This is an optimization exercise on Yosys and OpenROAD, whose aim is small area and a short achievable clock period, not a production implementation.
Function was checked by simulation only, so behaviour that the tests miss may differ from the original.
The clock port is modelled as an ideal driver, which makes a skipped or thinned clock tree look cheaper than it is; a real chip needs a root buffer or a tree.

==> flow/design.v (outline; a module is shown in full before it is edited, if it fits) <==
// module mul_pipe: 3511 lines
module mul_pipe (
    input  logic        clk,
    input  logic        reset_n,
    input  logic        valid_i,
    input  logic [2:0]  funct3_i,
    input  logic [31:0] op1_data_i,
    input  logic [31:0] op2_data_i,
    input  logic [4:0]  rd_i,
    input  logic        ctrl_reg_write_i,
    input  logic        flush_i,
    output logic        valid_result_o,
    output logic [31:0] result_o,
    output logic [4:0]  rd_o,
    output logic        ctrl_reg_write_o,
    output logic        op_ending_o,
    output logic        busy_o,
    output logic        unsupported_o
);
  // ...
==> flow/flow/run.sh <==
#!/bin/bash
# Own layout flow: the standard flow with these changes.
#  1. Synthesis: ORFS's synth.tcl, but Yosys's generic ABC pass before adder
#     extraction is skipped and only full adders are extracted, so the
#     design's explicit full adders map to full-adder cells without inverters.
#     The registers are exactly those of the standard synthesis.
#  2. After CTS (POST_CTS_TCL hook), the clock of the internal E1 pipeline
#     registers is delayed (useful skew between internal registers only) and
#     setup and hold are repaired there, since CTS's own repair is skipped.
#  3. Port buffers are the smallest buffer; the clock tree uses clkbuf_8 and
#     no dummy loads.
#  4. Timing repair aims at a shorter period than the constraint (setup margin).
# Each tool's output goes to a log file in the work folder.
set -euo pipefail
W=$PWD
# the modified synthesis script
sed -e 's|synth -top $::env(DESIGN_NAME) -run fine: {\*}$synth_full_args|synth -top $::env(DESIGN_NAME) -run fine: -noabc {*}$synth_full_args|' \
    -e 's|extract_fa {\*}\[dont_use_extract_fa_args\]|extract_fa -fa|' \
    "$FLOW_HOME/scripts/synth.tcl" > "$W/own_synth.tcl"
grep -q -- '-run fine: -noabc' "$W/own_synth.tcl"
grep -q -- 'extract_fa -fa' "$W/own_synth.tcl"
sed -e "s|source \$::env(SCRIPTS_DIR)/synth.tcl|source $W/own_synth.tcl|" synth_recipe.tcl > "$W/own_synth_recipe.tcl"
grep -q "own_synth.tcl" "$W/own_synth_recipe.tcl"
sed -e "s|SYNTH_SCRIPT=[^ ]*|SYNTH_SCRIPT=$W/own_synth_recipe.tcl|" standard.sh > "$W/own_standard.sh"
grep -q "own_synth_recipe.tcl" "$W/own_standard.sh"
# repair aims at a period well below the 10 ns constraint (setup margin)
EXTRA=("SETUP_SLACK_MARGIN=5.7")
# smallest buffers on the ports (timing repair upsizes where needed), and a
# clock tree of smaller buffers without dummy loads
EXTRA+=("BUFFER_PORTS_ARGS=-buffer_cell sky130_fd_sc_hd__buf_1")
EXTRA+=("CTS_ARGS=-sink_clustering_enable -repair_clock_nets -dont_use_dummy_load -buf_list sky130_fd_sc_hd__clkbuf_8 -sink_clustering_size 16 -sink_clustering_max_diameter 80")
if [[ -f "$W/flow/skew.tcl" ]]; then
  EXTRA+=("POST_CTS_TCL=$W/flow/skew.tcl" "SKIP_CTS_REPAIR_TIMING=1")
fi
bash "$W/own_standard.sh" "${EXTRA[@]}" finish > "$W/make_flow.log" 2>&1
test -s "$W/out/final.def"
==> flow/flow/skew.tcl <==
# POST_CTS hook: delay the clock of the internal E1 pipeline registers
# (useful skew between internal registers only: E0 -> E1 gets more time,
# E1 -> E2 less). E1 registers are neither fed by inputs nor drive outputs.
# The E1 registers get a clock subtree of their own: from the root clock net
# a chain of delay cells drives a trunk buffer, which drives one clock buffer
# per cluster of E1 registers. Then setup and hold are repaired.
set skew_pattern {^(s1_q|c1_q|ci1_q)(\\?\[|\$)}
set dly_chain {sky130_fd_sc_hd__clkdlybuf4s50_1 sky130_fd_sc_hd__clkdlybuf4s50_1 sky130_fd_sc_hd__clkdlybuf4s25_1}
set per_cluster 9
set buf_master_name sky130_fd_sc_hd__clkbuf_8

set db [ord::get_db]
set block [ord::get_db_block]
set buf_master [$db findMaster $buf_master_name]

# the root clock net: output of the buffer the clock port drives
set port_net [$block findNet clk]
set root_net ""
foreach it [$port_net getITerms] {
  if { [$it isInputSignal] } {
    set rinst [$it getInst]
    foreach ot [$rinst getITerms] {
      if { [$ot isOutputSignal] } { set root_net [$ot getNet] }
    }
  }
}
if { $root_net == "" } { error "skew: root clock net not found" }
puts "skew: root clock net [$root_net getName]"

set regs {}
foreach inst [$block getInsts] {
  if { [regexp $skew_pattern [$inst getName]] } { lappend regs $inst }
}
set n [llength $regs]
set k [expr {($n + $per_cluster - 1) / $per_cluster}]
puts "skew: $n registers in $k clusters"

# balanced clusters of at most per_cluster registers: strips by x, then
# groups by y within each strip
set pts {}
foreach inst $regs { lappend pts [$inst getLocation] }
set idx {}
for {set i 0} {$i < $n} {incr i} { lappend idx [list $i [lindex $pts $i 0] [lindex $pts $i 1]] }
set nstrip [expr {int(ceil(sqrt($k)))}]
set byx [lsort -integer -index 1 $idx]
set assign [lrepeat $n 0]
set cent {}
set c 0
for {set s 0} {$s < $nstrip} {incr s} {
  set lo [expr {int($s * $n / $nstrip)}]
  set hi [expr {int(($s + 1) * $n / $nstrip)}]
  set strip [lsort -integer -index 2 [lrange $byx $lo [expr {$hi - 1}]]]
  set m [llength $strip]
  set ng [expr {($m + $per_cluster - 1) / $per_cluster}]
  for {set g 0} {$g < $ng} {incr g} {
    set glo [expr {int($g * $m / $ng)}]
    set ghi [expr {int(($g + 1) * $m / $ng)}]
    set sx 0; set sy 0
    foreach e [lrange $strip $glo [expr {$ghi - 1}]] {
      lset assign [lindex $e 0] $c
      set sx [expr {$sx + [lindex $e 1]}]; set sy [expr {$sy + [lindex $e 2]}]
    }
    set cnt [expr {$ghi - $glo}]
    lappend cent [list [expr {$sx / $cnt}] [expr {$sy / $cnt}]]
    incr c
  }
}
set k $c
puts "skew: $k balanced clusters"
# overall centroid for the chain and trunk
set sx 0; set sy 0
foreach p $pts { set sx [expr {$sx + [lindex $p 0]}]; set sy [expr {$sy + [lindex $p 1]}] }
set gx [expr {$sx / $n}]; set gy [expr {$sy / $n}]

proc mkcell { block master name x y innet } {
  set inst [odb::dbInst_create $block $master $name]
  $inst setLocation $x $y
  $inst setPlacementStatus PLACED
  set out [odb::dbNet_create $block "${name}_net"]
  $out setSigType CLOCK
  [$inst findITerm A] connect $innet
  [$inst findITerm X] connect $out
  return $out
}
set prev $root_net
set i 0
foreach m $dly_chain {
  set prev [mkcell $block [$db findMaster $m] "skew_dly_$i" $gx $gy $prev]
  incr i
}
set trunk [mkcell $block $buf_master "skew_trunk" $gx $gy $prev]
set old_nets {}
for {set c 0} {$c < $k} {incr c} {
  set q [lindex $cent $c]
  set cnet [mkcell $block $buf_master "skew_leaf_$c" [lindex $q 0] [lindex $q 1] $trunk]
  foreach inst $regs a $assign {
    if { $a == $c } {
      set it [$inst findITerm CLK]
      lappend old_nets [$it getNet]
      $it disconnect
      $it connect $cnet
    }
  }
}
# remove clock buffers left without loads
foreach net [lsort -unique $old_nets] {
  if { [llength [$net getITerms]] == 1 } {
    set drv [lindex [$net getITerms] 0]
    set binst [$drv getInst]
    puts "skew: removing unloaded clock buffer [$binst getName]"
    odb::dbInst_destroy $binst
    odb::dbNet_destroy $net
  }
}
detailed_placement
estimate_parasitics -placement
report_clock_skew
report_worst_slack -max
report_worst_slack -min
repair_timing -setup -setup_margin $::env(SETUP_SLACK_MARGIN) -verbose
repair_timing -hold -hold_margin 0.05 -verbose
repair_timing -setup -setup_margin $::env(SETUP_SLACK_MARGIN) -verbose
detailed_placement
check_placement -verbose
estimate_parasitics -placement
report_worst_slack -max
report_worst_slack -min
report_checks -path_delay max -group_path_count 3 -format end
report_check_types -max_slew -max_capacitance -violators
==> flow/standard.sh <==
#!/bin/bash
# synth_recipe.tcl (not shown) runs the flow's synth.tcl, then flattens the netlist and writes it again
# the make line also repeats each setting of config.mk as NAME=value (left out here)
make -C /OpenROAD-flow-scripts/flow DESIGN_CONFIG=/design/flow/config.mk WORK_HOME=/design/flow/orfs CLKGATE_MAP_FILE= SYNTH_SCRIPT=/design/flow/synth_recipe.tcl "${@:-finish}"
==> flow/config.mk <==
export PLATFORM = sky130hd
export DESIGN_NAME = mul_pipe
export DESIGN_NICKNAME = mul_pipe
export VERILOG_FILES = /design/flow/design.v
export SDC_FILE = /design/flow/constraint.sdc
export NUM_CORES = 4
export LEC_CHECK = 0
export ABC_AREA = 1
export CAP_MARGIN = 20
export CORE_MARGIN = 2
export CORE_UTILIZATION = 40
export SETUP_SLACK_MARGIN = 5
export SLEW_MARGIN = 20
==> flow/constraint.sdc <==
create_clock -name core_clock -period 10.0 [get_ports {clk}]
set_input_delay 2.0000 -clock core_clock [delete_from_list [all_inputs] [get_ports {clk}]]
set_output_delay 2.0000 -clock core_clock [all_outputs]
set_load 0.01 [all_outputs]
==> summary.txt, run 1 <==
CTS clk-pin slew, worst paths 110 ps; vias in the first global route 22700; Hold Slack -61.9 ps; Largest cell class multi-input gates; wire length per cell 24.6 um; Crit path depth 3; first-pass GRT wire length 142 mm; Die Ht 271 um; hold violation count in the final report 2; Cells after Synth 2946; worst rel slew slack 39.0%; critical path launch point type input port; slowest stage cell, crit path buf_2; area leader, netlist fa_1; Hold Path Class flop to flop; Multi-In Gates 2197; area of the multi-input gates 21100 um^2; outcome finished with violations; die area 73300 um^2; Routed WL 95.2 mm; Fillers 6742; Largest register FFs 33; critical path's top delay family buffers and inverters; 1st-iter DRT viols 2601; Post-synth EDFFs 0; SO Viols negative hold slack; top cell type's share of synthesized area 34.1%
==> run 2, diff against run 1 <==
--- a/flow/flow/skew.tcl
+++ b/flow/flow/skew.tcl
@@ -118,7 +118,7 @@
 report_worst_slack -max
 report_worst_slack -min
 repair_timing -setup -setup_margin $::env(SETUP_SLACK_MARGIN) -verbose
-repair_timing -hold -hold_margin 0.05 -verbose
+repair_timing -hold -hold_margin 0.2 -verbose
 repair_timing -setup -setup_margin $::env(SETUP_SLACK_MARGIN) -verbose
 detailed_placement
 check_placement -verbose
--- a/flow/config.mk
+++ b/flow/config.mk
@@ -9,5 +9,6 @@
 export CAP_MARGIN = 20
 export CORE_MARGIN = 2
 export CORE_UTILIZATION = 40
+export HOLD_SLACK_MARGIN = 0.15
 export SETUP_SLACK_MARGIN = 5
 export SLEW_MARGIN = 20
==> run 2 against run 1 <==
The run now finishes clean. Global-route usage up 0.079 points. Register-to-register slack about the same. Critical path type unchanged. Critical endpoint unchanged. Highest routed layer unchanged.
==> summary.txt, run 2 <==
outcome no timing/DRC/antenna violations; core area 70300 um^2; Routed WL 96.1 mm (+0.94%); Arr. time, crit path 2280 ps; CP max FO 2; largest net degree at the start of global routing 52; clock sinks 280; Cells after Synth 2946 (unchanged); Post-synth EDFFs 0 (unchanged); minimum clock period 4280 ps; wire length per cell 24.8 um (+0.52%); synthesized area per cell 9.66 um^2; Largest register FFs 33 (unchanged); FP Rows 97; setup tns final 0 ps; Yosys cell types 48; most common library cells after synthesis xor2_1, o22ai_1, fa_1, dfxtp_1, nand2_1; Final setup viols 0; Seq cells post-synth 280; area leader, netlist fa_1; Hold Slack 125 ps (+187 ps); worst setup path class input port to primary output; Hold Path Class flop to flop; Crit. End Element primary output; Vias 22600; grt ovf 0; DRC violation count after routing 0; max capacitance violation total 0; commonest non-fill, non-tap cell in the layout xor2_1; DP Wirelength 64.5 mm; GP Congestion 0.914; Ports 119; RSZ-0062 raised after global routing no; Mapped Nets 3508; design area 31000 um^2; Fillers 6728 (-0.21%); Via density 5.82; Die W 271 um; post-route ant nets 0; die area 73300 um^2 (unchanged); GRT Util Overall 25.6%; Cell Area, Placed 29600 um^2; top post-synthesis cells by area fa_1, dfxtp_1, xor2_1; first-pass GRT wire length 143 mm (+0.33%); slowest stage cell, crit path buf_2; largest register by flop count na_q; Initial Util 40.5%; Synth async-reset ratio 2.14%; DR pass1 iterations 6; hold violation count in the final report 0 (-2); slew at the pin closest to its max-slew limit 906 ps; Final Cycle Share 42.8%; layout cells sized above 1 8.23%; Critical Path RT 8000 ps; worst stage delay on the critical path 120 ps; worst-skew pair later-pin latency 1890 ps; most frequent cells in the layout xor2_1, o22ai_1, fa_1, dfxtp_1, nand2_1; initial antenna violation count 4; register area share after synthesis 19.8%; Slew Viols, Final 0; area grow syn2layout 8.82%; 1st-iter DRT viols 2655 (+2.1%); top cell type's share of synthesized area 34.1% (unchanged); CTS clk-pin slew, worst paths 110 ps (about the same); Worst Skew 1320 ps; top-count cell post-synth xor2_1; final net count 3503; yosys warns 1; Peak Freq 234 MHz; worst rel slew slack 39.6% (+0.61 points); Mapped Area 28400 um^2; IO Port Bufs 118; Storage cell area 5660 um^2; crit-path cells buf_8 > nor2_2 > buf_2; area of the multi-input gates 21100 um^2 (about the same); Die Ht 271 um (unchanged); vias in the first global route 22800 (+0.34%); critical path launch point type input port; main flop type after synthesis dfxtp_1
run 2: cell counts after synthesis:
No cell type changed its count.
run 2: kinds of logic (layout without fill, tap and decap cells):
logic type / count (synthesis) / after routing / share of synthesized area, %
buffers and inverters: 469 / 462 / 6.39
adders and majority gates: 485 / 485 / 34.1
other: 0 / 3 / 0
muxes: 7 / 7 / 0.277
xor gates and xnor gates: 614 / 614 / 18.9
and+or+nand+nor: 450 / 450 / 6.74
AOI/OAI and AO/OA: 641 / 641 / 13.7
DFF: 280 / 280 / 19.8
run 2: per-stage QoR:
step	worst slack, ps	instances	utilization [%]
after floorplan	5290	2946	-
after global placement	4870	3797	42.1
after detailed placement	4830	3797	42.1
after global routing	5680	3880	44.0
final	5720	3882	44.1
run 2: path summary, 6_finish.rpt:
check	endpoint	from	cells past startpoint	slack (ps)
min in group asynchronous	vld_q[4]	reset_n	1	1170
max in group asynchronous	unsup_q	reset_n	1	8600
hold / removal	c1_q[29]	na_q[28]	6	120
setup reg to reg	res2_q[31]	ci1_q	17	5840
hold reg to reg	c1_q[29]	na_q[28]	6	120
setup / recovery	op_ending_o	flush_i	3	5720
run 2: routing by layer:
metal	vias to the layer above	global-route usage [%]	share of wire, %
li1	9671	-	-
met1	11100	33.2	37
met2	1481	39.8	45
met3	357	6.69	12
met4	4	12.6	5.9
met5	-	0	0.026
run 2: final cells by class, without the clock buffers:
class                   instances  share of cell area, %
inverters                     178                   2.19
plain buffers                  13                  0.542
diodes                          3                 0.0242
flip-flops and latches        280                   18.3
multi-input cells            2197                   68.2
repair buffers                245                   5.82
well taps                     940                   3.80
run 2: worst max-delay path, delay by kind of cell:
| kind | cells | cell delay, ps |
|---|---|---|
| buf+inv | 2 | 220 |
| simple gates | 1 | 60 |
==> run 3, diff against run 2 <==
--- a/flow/flow/run.sh
+++ b/flow/flow/run.sh
@@ -24,7 +24,7 @@
 sed -e "s|SYNTH_SCRIPT=[^ ]*|SYNTH_SCRIPT=$W/own_synth_recipe.tcl|" standard.sh > "$W/own_standard.sh"
 grep -q "own_synth_recipe.tcl" "$W/own_standard.sh"
 # repair aims at a period well below the 10 ns constraint (setup margin)
-EXTRA=("SETUP_SLACK_MARGIN=5.7")
+EXTRA=("SETUP_SLACK_MARGIN=5.8")
 # smallest buffers on the ports (timing repair upsizes where needed), and a
 # clock tree of smaller buffers without dummy loads
 EXTRA+=("BUFFER_PORTS_ARGS=-buffer_cell sky130_fd_sc_hd__buf_1")
==> run 3 against run 2 <==
Still clean. Worst setup slack lost 10 ps. Clock skew shrank 2.8 ps. Fmax shrank 0.24%. Hold slack lost 31 ps. Synthesized cell count is the same. Final cell count grew 0.33%. Sequential share of layout area shrank 0.12 points. Critical endpoint unchanged.
==> summary.txt, run 3 <==
min-delay src bn_q[1]; most common library cells after synthesis xor2_1, o22ai_1, fa_1, dfxtp_1, nand2_1; Vias 22700 (+0.47%); top cell type's share of synthesized area 34.1% (unchanged); Routed WL 98.1 mm (+2.1%); largest register by flop count na_q; 1st-iter DRT viols 2434 (-8.3%); commonest non-fill, non-tap cell in the layout xor2_1; Via density 5.83 (+0.14%); most frequent cells in the layout xor2_1, o22ai_1, fa_1, dfxtp_1, nand2_1; RR Startpoint ci1_q; Arr. time, crit path 2290 ps (about the same); setup tns final 0 ps (unchanged); final net count 3518 (+0.43%); Post-synth EDFFs 0 (unchanged); Peak Freq 233 MHz (-0.24%); DP Wirelength 64.1 mm (-0.63%); area grow syn2layout 9.67%; initial antenna violation count 3 (-1); worst r2r dst res2_q[23]; hold path cells 4 (-2); outcome no timing/DRC/antenna violations; Die Ht 271 um (unchanged); crit-path cells buf_8 > nor2_1 > buf_2; Critical Path RT 8000 ps (about the same); Synth async-reset ratio 2.14% (unchanged); top post-synthesis cells by area fa_1, dfxtp_1, xor2_1; Worst Hold Endpoint s1_q[3]; Mapped Area 28400 um^2 (unchanged); Largest register FFs 33 (unchanged); layout cells sized above 1 8.56% (+0.33 points); first-pass GRT wire length 144 mm (+1.2%); wire length per cell 25.2 um (+1.7%); worst-skew pair later-pin latency 1910 ps (+20 ps); grt ovf 0 (unchanged); Final Cycle Share 42.9% (+0.10 points); DR pass1 iterations 6 (unchanged); DRC violation count after routing 0 (unchanged); Worst R2R Path Depth 14 (-3); area leader, netlist fa_1; GRT Util Overall 26.0% (+0.39 points); largest net degree at the start of global routing 60 (+15%); Yosys cell types 48 (unchanged); Ports 119 (unchanged); Worst Skew 1310 ps (-2.84 ps); worst rel slew slack 38.6% (-0.97 points); R2R Setup Slk 5880 ps (+40 ps); Mapped Nets 3508 (unchanged); Initial Util 40.5% (unchanged); top-count cell post-synth xor2_1; Cells after Synth 2946 (unchanged); die area 73300 um^2 (unchanged); RSZ-0062 raised after global routing yes; worst stage delay on the critical path 130 ps (about the same); Final setup viols 0 (unchanged); Crit. End Element primary output; CTS clk-pin slew, worst paths 90 ps (-20 ps); worst setup path class input port to primary output; Hold Path Class flop to flop; clock sinks 280 (unchanged); CP max FO 2 (unchanged); critical path launch point type input port; post-route ant nets 0 (unchanged); main flop type after synthesis dfxtp_1; Die W 271 um (unchanged); slew at the pin closest to its max-slew limit 921 ps (+14.5 ps); synthesized area per cell 9.66 um^2 (unchanged); max capacitance violation total 0 (unchanged); register area share after synthesis 19.8% (unchanged); minimum clock period 4290 ps (+10.3 ps); vias in the first global route 23200 (+1.8%); FP Rows 97 (unchanged); hold violation count in the final report 0 (unchanged); Slew Viols, Final 0 (unchanged); slowest stage cell, crit path buf_2; core area 70300 um^2 (unchanged); IO Port Bufs 118 (unchanged); yosys warns 1 (unchanged); Seq cells post-synth 280 (unchanged); GP Congestion 0.913 (about the same)
[run 3: final cells by class, without the clock buffers]
class	instances	area, um^2
tap	940	1180
inverter	178	684
antenna	1	2.50
fill	6645	39100
buffer	13	168
sequential	280	5660
timing repair buffer	260	2030
multi-input combinational	2197	21100
[run 3: cells by family after synthesis]
kind of cell | after synthesis | synth area share [%]
AO/OA/AOI/OAI | 641 | 13.7
XOR/XNOR | 614 | 18.9
adder cells (fa/ha/maj) | 485 | 34.1
buffers and inverters | 469 | 6.39
AND/OR/NAND/NOR | 450 | 6.74
flip-flops | 280 | 19.8
multiplexers | 7 | 0.277
[run 3: worst max-delay path by stage]
stage | from | to | slack [ps]
2_1_floorplan | nbo_q[4] | ci1_q | 5290
3_3_place_gp | bn_q[4] | ci1_q | 4600
3_5_place_dp | bn_q[4] | ci1_q | 4600
5_1_grt | flush_i | op_ending_o | 5710
6_report | flush_i | op_ending_o | 5710
[run 3: per-layer routing]
layer / track usage [%] / vias up / share of wire [%]
li1: - / 9712 / -
met4: 14.7 / 4 / 6.3
met1: 32.3 / 11100 / 37
met2: 40.5 / 1517 / 45
met5: 0 / - / 0.021
met3: 7.66 / 368 / 12
[run 3: worst max-delay path, delay by kind of cell]
family / cells / cell delay (ps)
buffers and inverters: 2 / 220
AND/OR/NAND/NOR: 1 / 70
[run 3: through the flow]
stage | setup slack [ps] | utilization (%) | cells | instance area [um^2] | hold WS [ps]
finish | 5710 | 44.4 | 3895 | 31200 | 93.7
global route | 5710 | 44.4 | 3895 | 31200 | 179
detailed placement | 4600 | 42.1 | 3796 | 29600 | 312
global placement | 4600 | 42.1 | 3796 | 29600 | 310
floorplan | 5290 | - | 2946 | 28600 | 310
==> run 4, diff against run 3 <==
--- a/flow/flow/run.sh
+++ b/flow/flow/run.sh
@@ -24,7 +24,7 @@
 sed -e "s|SYNTH_SCRIPT=[^ ]*|SYNTH_SCRIPT=$W/own_synth_recipe.tcl|" standard.sh > "$W/own_standard.sh"
 grep -q "own_synth_recipe.tcl" "$W/own_standard.sh"
 # repair aims at a period well below the 10 ns constraint (setup margin)
-EXTRA=("SETUP_SLACK_MARGIN=5.8")
+EXTRA=("SETUP_SLACK_MARGIN=5.6")
 # smallest buffers on the ports (timing repair upsizes where needed), and a
 # clock tree of smaller buffers without dummy loads
 EXTRA+=("BUFFER_PORTS_ARGS=-buffer_cell sky130_fd_sc_hd__buf_1")
==> run 4 against run 3 <==
Still clean. Synthesized cell count unchanged. Sequential share of layout area is 0.25 points higher. Utilization fell by 0.67 points. Wire length decreased by 3.2%. Final cell count shrank 0.54%. Highest routed layer unchanged.
==> summary.txt, run 4 <==
crit-path cells buf_2 > nor2_1 > clkbuf_2; CP max FO 7 (+5); final net count 3494 (-0.68%); Die W 271 um (unchanged); GRT Util Overall 25.6% (-0.40 points); hold violation count in the final report 0 (unchanged); FP Rows 97 (unchanged); worst-skew pair later-pin latency 1890 ps (-20 ps); setup tns final 0 ps (unchanged); Via density 5.77 (-1.0%); 1st-iter DRT viols 2560 (+5.2%); Arr. time, crit path 2360 ps (+70 ps); main flop type after synthesis dfxtp_1; hold path cells 5 (+1); most common library cells after synthesis xor2_1, o22ai_1, fa_1, dfxtp_1, nand2_1; vias in the first global route 22900 (-1.6%); register area share after synthesis 19.8% (unchanged); worst setup path class input port to primary output; Yosys cell types 48 (unchanged); IO Port Bufs 118 (unchanged); top cell type's share of synthesized area 34.1% (unchanged); Vias 22400 (-1.5%); DP Cell Count 3797 (+0.026%); yosys warns 1 (unchanged); Seq cells post-synth 280 (unchanged); largest net degree at the start of global routing 52 (-13%); Initial Util 40.5% (unchanged); Crit. End Element primary output; first-pass GRT wire length 142 mm (-1.3%); Post-synth EDFFs 0 (unchanged); area leader, netlist fa_1; outcome no timing/DRC/antenna violations; Die Ht 271 um (unchanged); post-route ant nets 0 (unchanged); Hold Path Class flop to flop; die area 73300 um^2 (unchanged); Critical Path RT 8000 ps (about the same); DR pass1 iterations 6 (unchanged); Final setup viols 0 (unchanged); top post-synthesis cells by area fa_1, dfxtp_1, xor2_1; wire length per cell 24.5 um (-2.7%); worst stage delay on the critical path 140 ps (about the same); Mapped Area 28400 um^2 (unchanged); Worst R2R Path Depth 17 (+3); critical path launch point type input port; Worst Skew 1310 ps (-6.72 ps); max capacitance violation total 0 (unchanged); Slew Viols, Final 0 (unchanged); GP Congestion 0.914 (about the same); Cells after Synth 2946 (unchanged); worst rel slew slack 40.2% (+1.5 points); Largest register FFs 33 (unchanged); pre-CTS setup slack 4830 ps (+230 ps); largest register by flop count na_q; top-count cell post-synth xor2_1; Cell Area, Placed 29600 um^2 (about the same); Fillers 6757 (+1.7%); clock sinks 280 (unchanged); slowest stage cell, crit path buf_2; Mapped Nets 3508 (unchanged); commonest non-fill, non-tap cell in the layout xor2_1; RSZ-0062 raised after global routing yes; met1 GRT Util 33.1% (+0.76 points); slew at the pin closest to its max-slew limit 898 ps (-23.0 ps); Routed WL 95.0 mm (-3.2%); Synth async-reset ratio 2.14% (unchanged); layout cells sized above 1 8.05% (-0.51 points); final non-filler cell total 3874 (-0.54%); DP Wirelength 64.5 mm (+0.64%); area grow syn2layout 8.00%; DRC violation count after routing 0 (unchanged); min setup slack post-route 5640 ps (-76.5 ps); grt ovf 0 (unchanged); design area 30700 um^2 (-1.5%); initial antenna violation count 4 (+1); met2 Use GR 39.7% (-0.80 points); Final Cycle Share 43.6% (+0.76 points); CTS clk-pin slew, worst paths 110 ps (+20 ps); minimum clock period 4360 ps (+76.5 ps); most frequent cells in the layout xor2_1, o22ai_1, fa_1, dfxtp_1, nand2_1; Ports 119 (unchanged); busiest grt layer met2; Peak Freq 229 MHz (-1.8%); GR Layer Usage met3 6.80% (-0.86 points); core area 70300 um^2 (unchanged); synthesized area per cell 9.66 um^2 (unchanged)
==> run 4: layout make-up, without the clock buffers <==
cell class                      count  area, um^2  area share [%]
Timing Repair Buffer              236        1560            5.06
Multi-Input combinational cell   2197       21100            68.8
Antenna cell                        4        10.0          0.0326
Sequential cell                   280        5660            18.4
Tap cell                          940        1180            3.83
Buffer                             13         168           0.546
Inverter                          178         673            2.19
==> run 4: logic make-up (layout without fill, tap and decap cells) <==
| family | Yosys count | count (layout) | share of synthesized area [%] |
|---|---|---|---|
| muxes | 7 | 7 | 0.277 |
| DFF | 280 | 280 | 19.8 |
| adders and majority gates | 485 | 485 | 34.1 |
| AOI/OAI and AO/OA | 641 | 641 | 13.7 |
| xor gates and xnor gates | 614 | 614 | 18.9 |
| and+or+nand+nor | 450 | 450 | 6.74 |
| buffers and inverters | 469 | 453 | 6.39 |
| other | 0 | 4 | 0 |
==> run 4: critical path, delay by kind of cell <==
family / cells / cell delay, ps
buffers and inverters: 2 / 270
and+or+nand+nor: 1 / 90
==> run 4: layer usage <==
layer  vias to the layer above  wire (um)
met5                         -         23
met4                         4       5510
met3                       336      11100
met2                      1413      42700
met1                     11000      35700
li1                       9652          -
==> run 4: worst paths after layout <==
| check | start | end | slack [ps] |
|---|---|---|---|
| min in group asynchronous | reset_n | vld_q[4] | 1170 |
| hold reg to reg | nbo_q[0] | c1_q[0] | 140 |
| setup reg to reg | ci1_q | res2_q[31] | 5730 |
| setup / recovery | flush_i | op_ending_o | 5640 |
| hold / removal | nbo_q[0] | c1_q[0] | 140 |
| max in group asynchronous | reset_n | unsup_q | 8600 |
==> run 4: stage by stage <==
stage / util, % / hold WS, ps
finish: 43.7 / 141
global route: 43.7 / 194
detailed placement: 42.1 / 312
global placement: 42.1 / 310
floorplan: - / 310
==> run 5, diff against run 4 <==
--- a/flow/flow/run.sh
+++ b/flow/flow/run.sh
@@ -24,11 +24,11 @@
 sed -e "s|SYNTH_SCRIPT=[^ ]*|SYNTH_SCRIPT=$W/own_synth_recipe.tcl|" standard.sh > "$W/own_standard.sh"
 grep -q "own_synth_recipe.tcl" "$W/own_standard.sh"
 # repair aims at a period well below the 10 ns constraint (setup margin)
-EXTRA=("SETUP_SLACK_MARGIN=5.6")
+EXTRA=("SETUP_SLACK_MARGIN=5.7")
 # smallest buffers on the ports (timing repair upsizes where needed), and a
 # clock tree of smaller buffers without dummy loads
 EXTRA+=("BUFFER_PORTS_ARGS=-buffer_cell sky130_fd_sc_hd__buf_1")
-EXTRA+=("CTS_ARGS=-sink_clustering_enable -repair_clock_nets -dont_use_dummy_load -buf_list sky130_fd_sc_hd__clkbuf_8 -sink_clustering_size 16 -sink_clustering_max_diameter 80")
+EXTRA+=("CTS_ARGS=-sink_clustering_enable -repair_clock_nets -dont_use_dummy_load -buf_list sky130_fd_sc_hd__clkbuf_8")
 if [[ -f "$W/flow/skew.tcl" ]]; then
   EXTRA+=("POST_CTS_TCL=$W/flow/skew.tcl" "SKIP_CTS_REPAIR_TIMING=1")
 fi
==> run 5 against run 4 <==
Still clean. Hold slack improved by 11 ps. Area after synthesis did not move. Global-route usage grew 0.32 points. Sequential share of layout area is 0.37 points lower. Utilization is 0.93 points higher. Clock skew is 62 ps higher. Flip-flop and latch count unchanged. Highest routed layer unchanged.
==> summary.txt, run 5 <==
hold violation count in the final report 0 (unchanged); Worst Skew 1370 ps (+61.7 ps); die area 73300 um^2 (unchanged); final non-filler cell total 3931 (+1.5%); met2 Use GR 40.5% (+0.78 points); top-count cell post-synth xor2_1; synthesized area per cell 9.66 um^2 (unchanged); DR pass1 iterations 5 (-1); Cell Area, Placed 29600 um^2 (unchanged); Arr. time, crit path 2280 ps (-80 ps); met1 GRT Util 33.1% (about the same); Die Ht 271 um (unchanged); worst setup path class input port to primary output; post-synthesis xor/xnor area fraction 18.9% (unchanged); Synth Area in Simple Gates 6.74% (unchanged); worst stage delay on the critical path 120 ps (-20 ps); Seq cells post-synth 280 (unchanged); critical path's top delay family buffers and inverters; Vias 22700 (+1.6%); Routed WL 95.9 mm (+1.0%); setup tns final 0 ps (unchanged); hold path cells 6 (+1); FP Rows 97 (unchanged); largest register by flop count na_q; worst r2r dst res2_q[21]; Peak Freq 234 MHz (+2.0%); area leader, netlist fa_1; Critical Path RT 8000 ps (about the same); Final setup viols 0 (unchanged); clock sinks 280 (unchanged); yosys warns 1 (unchanged); IO Port Bufs 118 (unchanged); GR Layer Usage met3 7.33% (+0.53 points); minimum clock period 4280 ps (-86.8 ps); crit-path cells buf_8 > nor2_2 > buf_2; Bufs and invs on worst path 2 (unchanged); Cells after Synth 2946 (unchanged); worst rel slew slack 38.0% (-2.2 points); Final Util 44.7% (+0.93 points); post-route ant nets 0 (unchanged); Hold Slack 152 ps (+10.8 ps); Ports 119 (unchanged); Post-synth EDFFs 0 (unchanged); first-pass GRT wire length 144 mm (+1.1%); largest net degree at the start of global routing 52 (unchanged); Synth Area in Compound Gates 13.7% (unchanged); CP max FO 2 (-5); busiest grt layer met2; vias in the first global route 23200 (+1.5%); Via density 5.78 (+0.15%); GRT Util Overall 25.9% (+0.32 points); outcome no timing/DRC/antenna violations; area grow syn2layout 10.3%; top post-synthesis cells by area fa_1, dfxtp_1, xor2_1; RSZ-0062 raised after global routing yes; final net count 3551 (+1.6%); Slew Viols, Final 0 (unchanged); most common library cells after synthesis xor2_1, o22ai_1, fa_1, dfxtp_1, nand2_1; most frequent cells in the layout xor2_1, o22ai_1, fa_1, dfxtp_1, nand2_1; layout cells sized above 1 9.01% (+0.95 points); post-synthesis adder-cell area fraction 34.1% (unchanged); Initial Util 40.5% (unchanged); Final Cycle Share 42.8% (-0.87 points); min-delay src na_q[28]; Mapped Area 28400 um^2 (unchanged); register area share after synthesis 19.8% (unchanged); core area 70300 um^2 (unchanged); GP Congestion 0.914 (unchanged); R2R Setup Slk 5850 ps (+120 ps); Mapped Nets 3508 (unchanged); wire length per cell 24.4 um (-0.44%); DRC violation count after routing 0 (unchanged); largest family of logic cells by synthesized area adder cells; Hold Path Class flop to flop; top cell type's share of synthesized area 34.1% (unchanged); Worst R2R Path Depth 13 (-4); commonest non-fill, non-tap cell in the layout xor2_1; worst-skew pair later-pin latency 1960 ps (+70 ps); 1st-iter DRT viols 2680 (+4.7%); Worst Hold Endpoint s1_q[30]; Die W 271 um (unchanged); critical path launch point type input port; DP Wirelength 64.5 mm (unchanged); DP Cell Count 3797 (unchanged); main flop type after synthesis dfxtp_1; max capacitance violation total 0 (unchanged); initial antenna violation count 4 (unchanged); design area 31400 um^2 (+2.1%); Yosys cell types 48 (unchanged); slew at the pin closest to its max-slew limit 930 ps (+32.5 ps); grt ovf 0 (unchanged); Synth async-reset ratio 2.14% (unchanged); Crit path depth 3 (unchanged); CTS clk-pin slew, worst paths 60 ps (-50 ps); Crit. End Element primary output; Largest register FFs 33 (unchanged); mux share of post-synthesis cell area 0.277% (unchanged); RR Startpoint ci1_q; slowest stage cell, crit path buf_2
[run 5: cell types whose count changed in the layout (fill, tap and decap cells not counted), moves of 3 or more]
cell / delta
buf_6: +4
dlygate4sd3_1: +27
buf_4: +5
clkbuf_8: +19
nand2_4: +3
buf_8: +3
o22ai_1: +3
[run 5: through the flow]
step | worst slack, ps
3_3_place_gp | 4870
5_1_grt | 5640
2_1_floorplan | 5290
6_report | 5720
3_5_place_dp | 4830
[run 5: final cells by class, without the clock buffers]
cell class	count	area [um^2]
plain buffers	13	168
repair buffers	274	1950
multi-input cells	2197	21100
well taps	940	1180
flip-flops and latches	280	5660
fillers	6725	38900
diodes	4	10.0
inverters	178	678
[run 5: worst min-delay path, cell delays in order, from the launching register on]
cell and delay (ps):
dfxtp_1 290, dlymetal6s4s_1 320, clkbuf_16 220, nor2_1 220, fa_1 210, nand2_1 50
nand2_1 90
[run 5: logic make-up (layout without fill, tap and decap cells)]
group                      Yosys count  in the layout
AOI/OAI and AO/OA                  641            641
other                                0              4
and+or+nand+nor                    450            450
muxes                                7              7
DFF                                280            280
xor gates and xnor gates           614            614
adders and majority gates          485            485
buffers and inverters              469            510
[run 5: worst max-delay path by stage]
stage / slack, ps / to / start
detailed placement: 4830 / ci1_q / bn_q[7]
global placement: 4870 / ci1_q / bn_q[7]
floorplan: 5290 / ci1_q / nbo_q[4]
finish: 5720 / op_ending_o / flush_i
global route: 5640 / ci1_q / bn_q[0]
[run 5: metal layers]
metal / routed length, um / share of wire (%)
met1: 36000 / 38
met3: 11100 / 12
met2: 43500 / 45
met5: 41 / 0.043
met4: 5280 / 5.5
==> run 6, diff against run 5 <==
--- a/flow/flow/run.sh
+++ b/flow/flow/run.sh
@@ -24,11 +24,11 @@
 sed -e "s|SYNTH_SCRIPT=[^ ]*|SYNTH_SCRIPT=$W/own_synth_recipe.tcl|" standard.sh > "$W/own_standard.sh"
 grep -q "own_synth_recipe.tcl" "$W/own_standard.sh"
 # repair aims at a period well below the 10 ns constraint (setup margin)
-EXTRA=("SETUP_SLACK_MARGIN=5.7")
+EXTRA=("SETUP_SLACK_MARGIN=5.85")
 # smallest buffers on the ports (timing repair upsizes where needed), and a
 # clock tree of smaller buffers without dummy loads
 EXTRA+=("BUFFER_PORTS_ARGS=-buffer_cell sky130_fd_sc_hd__buf_1")
-EXTRA+=("CTS_ARGS=-sink_clustering_enable -repair_clock_nets -dont_use_dummy_load -buf_list sky130_fd_sc_hd__clkbuf_8")
+EXTRA+=("CTS_ARGS=-sink_clustering_enable -repair_clock_nets -dont_use_dummy_load -buf_list sky130_fd_sc_hd__clkbuf_8 -sink_clustering_size 16 -sink_clustering_max_diameter 80")
 if [[ -f "$W/flow/skew.tcl" ]]; then
   EXTRA+=("POST_CTS_TCL=$W/flow/skew.tcl" "SKIP_CTS_REPAIR_TIMING=1")
 fi
--- a/flow/flow/skew.tcl
+++ b/flow/flow/skew.tcl
@@ -5,7 +5,7 @@
 # a chain of delay cells drives a trunk buffer, which drives one clock buffer
 # per cluster of E1 registers. Then setup and hold are repaired.
 set skew_pattern {^(s1_q|c1_q|ci1_q)(\\?\[|\$)}
-set dly_chain {sky130_fd_sc_hd__clkdlybuf4s50_1 sky130_fd_sc_hd__clkdlybuf4s50_1 sky130_fd_sc_hd__clkdlybuf4s25_1}
+set dly_chain {sky130_fd_sc_hd__clkdlybuf4s50_1 sky130_fd_sc_hd__clkdlybuf4s50_1 sky130_fd_sc_hd__clkdlybuf4s50_1}
 set per_cluster 9
 set buf_master_name sky130_fd_sc_hd__clkbuf_8
 
==> run 6 against run 5 <==
Global-route usage shrank 0.23 points. Still clean on timing, DRC and antenna. Fmax shrank 0.34%. Sequential share of layout area is essentially flat. Design area shrank 0.24%. Clock skew grew 160 ps. Area after synthesis is the same. Hold slack gained 15 ps. Die area is the same. Critical path type is now flop to flop. Register-to-register slack lost 140 ps. Largest cell class unchanged.
==> summary.txt, run 6 <==
Peak Freq 233 MHz (-0.34%); GRT Util Overall 25.7% (-0.23 points); DRC violation count after routing 0 (unchanged); die area 73300 um^2 (unchanged); most common library cells after synthesis xor2_1, o22ai_1, fa_1, dfxtp_1, nand2_1; Fillers 6803 (+1.2%); post-route ant nets 0 (unchanged); yosys warns 1 (unchanged); worst rel slew slack 48.9% (+11 points); Vias 22700 (-0.18%); Cells after Synth 2946 (unchanged); Die W 271 um (unchanged); largest register by flop count na_q; Final Cycle Share 42.9% (+0.15 points); synthesized area per cell 9.66 um^2 (unchanged); first-pass GRT wire length 143 mm (-0.35%); setup tns final 0 ps (unchanged); R2R Setup Slk 5710 ps (-140 ps); area leader, netlist fa_1; Worst Skew 1520 ps (+156 ps); Ports 119 (unchanged); main flop type after synthesis dfxtp_1; Die Ht 271 um (unchanged); Critical Path RT 10530 ps (+2530 ps); Synth async-reset ratio 2.14% (unchanged); area grow syn2layout 10.0%; Crit. End Element flop; Post-synth EDFFs 0 (unchanged); Mapped Area 28400 um^2 (unchanged); Arr. time, crit path 4820 ps (+2540 ps); DP Wirelength 64.1 mm (-0.68%); worst r2r dst res2_q[31]; core area 70300 um^2 (unchanged); critical path launch point type flop; max capacitance violation total 0 (unchanged); CP max FO 3 (+1); hold violation count in the final report 0 (unchanged); worst-skew pair later-pin latency 2140 ps (+180 ps); initial antenna violation count 2 (-2); min-delay src na_q[28]; end point of the critical path res2_q[31]; Initial Util 40.5% (unchanged); GP Congestion 0.896 (-2.0%); commonest non-fill, non-tap cell in the layout xor2_1; clock sinks 280 (unchanged); wire length per cell 24.3 um (-0.32%); Yosys cell types 48 (unchanged); Hold Path Class flop to flop; RSZ-0062 raised after global routing yes; final net count 3547 (-0.11%); CTS clk-pin slew, worst paths 90 ps (+30 ps); IO Port Bufs 118 (unchanged); most frequent cells in the layout xor2_1, o22ai_1, fa_1, dfxtp_1, nand2_1; layout cells sized above 1 8.72% (-0.29 points); register area share after synthesis 19.8% (unchanged); Worst R2R Path Depth 17 (+4); CP startpoint ci1_q; Mapped Nets 3508 (unchanged); Routed WL 95.5 mm (-0.50%); Final setup viols 0 (unchanged); top post-synthesis cells by area fa_1, dfxtp_1, xor2_1; 1st-iter DRT viols 2358 (-12%); Via density 5.78 (about the same); grt ovf 0 (unchanged); minimum clock period 4290 ps (+14.6 ps); largest net degree at the start of global routing 59 (+13%); top-count cell post-synth xor2_1; worst setup path class flop to flop; slew at the pin closest to its max-slew limit 767 ps (-163 ps); RR Startpoint ci1_q; FP Rows 97 (unchanged); Slew Viols, Final 0 (unchanged); DR pass1 iterations 7 (+2); top cell type's share of synthesized area 34.1% (unchanged); Seq cells post-synth 280 (unchanged); outcome no timing/DRC/antenna violations; Largest register FFs 33 (unchanged); vias in the first global route 23400 (+1.1%); Hold Slack 167 ps (+15.4 ps)
==> run 6: cell counts after synthesis <==
Identical to the previous run, type by type.
==> run 6: per-layer routing <==
metal / wire length, um / track usage (%) / vias up
met5: 13 / 0 / -
met3: 10800 / 6.91 / 367
met4: 6130 / 14.8 / 2
met1: 35500 / 32.1 / 11100
li1: - / - / 9771
met2: 43000 / 40.2 / 1472
==> run 6: critical path, cell delays in order, from the launching register on <==
cell	delay, ps
dfxtp_4	390
fa_2	350
fa_2	390
a21oi_2	140
or2_1	110
nand2_2	70
nand2_2	80
nand2_4	70
nand2_4	110
nand2_4	80
nand2_4	90
nand2_4	60
nand2_2	70
nand2_2	60
nand2_1	60
nand2_1	60
fa_2	350
xnor2_2	140
==> run 6: worst min-delay path by stage <==
stage	endpoint	cells after the start
floorplan	rd1_q[0]	0
global placement	res3_q[27]	0
detailed placement	rd4_q[1]	0
global route	ci1_q	11
finish	s1_q[30]	8
==> run 6: metrics by stage <==
step           cell area (um^2)  setup WS (ps)  utilization [%]  std cells
2_1_floorplan             28700           5290                -       2946
3_3_place_gp              29600           4850             42.1       3798
3_5_place_dp              29600           4800             42.1       3798
5_1_grt                   31300           5600             44.5       3924
6_report                  31300           5710             44.5       3924
==> run 6: kinds of logic (layout without fill, tap and decap cells) <==
kind of cell	after synthesis	in the layout	synth area share [%]
other cells	0	1	0
flops	280	280	19.8
fa+ha+maj	485	485	34.1
simple gates	450	450	6.74
compound gates	641	641	13.7
mux	7	7	0.277
buf+inv	469	506	6.39
xor+xnor	614	614	18.9
==> run 6: layout make-up, without the clock buffers <==
cell class | instances | area, um^2 | share of cell area [%]
tap | 940 | 1180 | 3.76
multi-input combinational | 2197 | 21100 | 67.5
sequential | 280 | 5660 | 18.1
antenna | 1 | 2.50 | 0.00799
inverter | 178 | 682 | 2.18
buffer | 13 | 168 | 0.536
timing repair buffer | 289 | 2120 | 6.76

## what the ideal ports hide
How much do the figures lean on ideal ports? The routed layouts below were timed once more, with nothing changed but the port constraints. Step 1 (the two cells are an assumption about what drives the block):
set clk [get_ports {clk}]
set_driving_cell -lib_cell sky130_fd_sc_hd__clkbuf_16 $clk
set_driving_cell -lib_cell sky130_fd_sc_hd__buf_2 [delete_from_list [all_inputs] $clk]
Step 2, shift: input delay + t, output delay - t, t = (earliest + latest rising clock arrival at the registers) / 2. This alone moves slack from input paths to output paths. a / b / c = ideal ports / drivers / drivers and shift; a / b = the first two.
run	t, ns	slack for setup (ns)	hold slack, ns	worst setup path after step 2	latest minus earliest clock arrival (ns)	worst slew at a driven data input, ns
run 1	1.308	5.723 / 5.684 / 5.684	-0.062 / -0.062 / -0.062	input to output	1.273 / 1.273	0.06
run 2	1.296	5.723 / 5.684 / 5.684	0.125 / 0.125 / 0.125	input to output	1.317 / 1.317	0.06
run 3	1.313	5.713 / 5.673 / 5.673	0.094 / 0.094 / 0.094	input to output	1.314 / 1.314	0.05
run 4	1.293	5.636 / 5.617 / 5.617	0.141 / 0.141 / 0.141	input to output	1.308 / 1.308	0.06
run 5	1.337	5.723 / 5.684 / 5.684	0.152 / 0.152 / 0.152	input to output	1.369 / 1.369	0.06
run 6	1.442	5.709 / 5.680 / 5.680	0.167 / 0.167 / 0.167	input to output	1.525 / 1.524	0.05
In every run listed the clock reaches the registers at very different times; t lies between them, and the last value is a rough guide only. For run 3, which loses most, drivers alone change the setup slack by -0.040 ns; drivers and shift together by -0.040 ns.
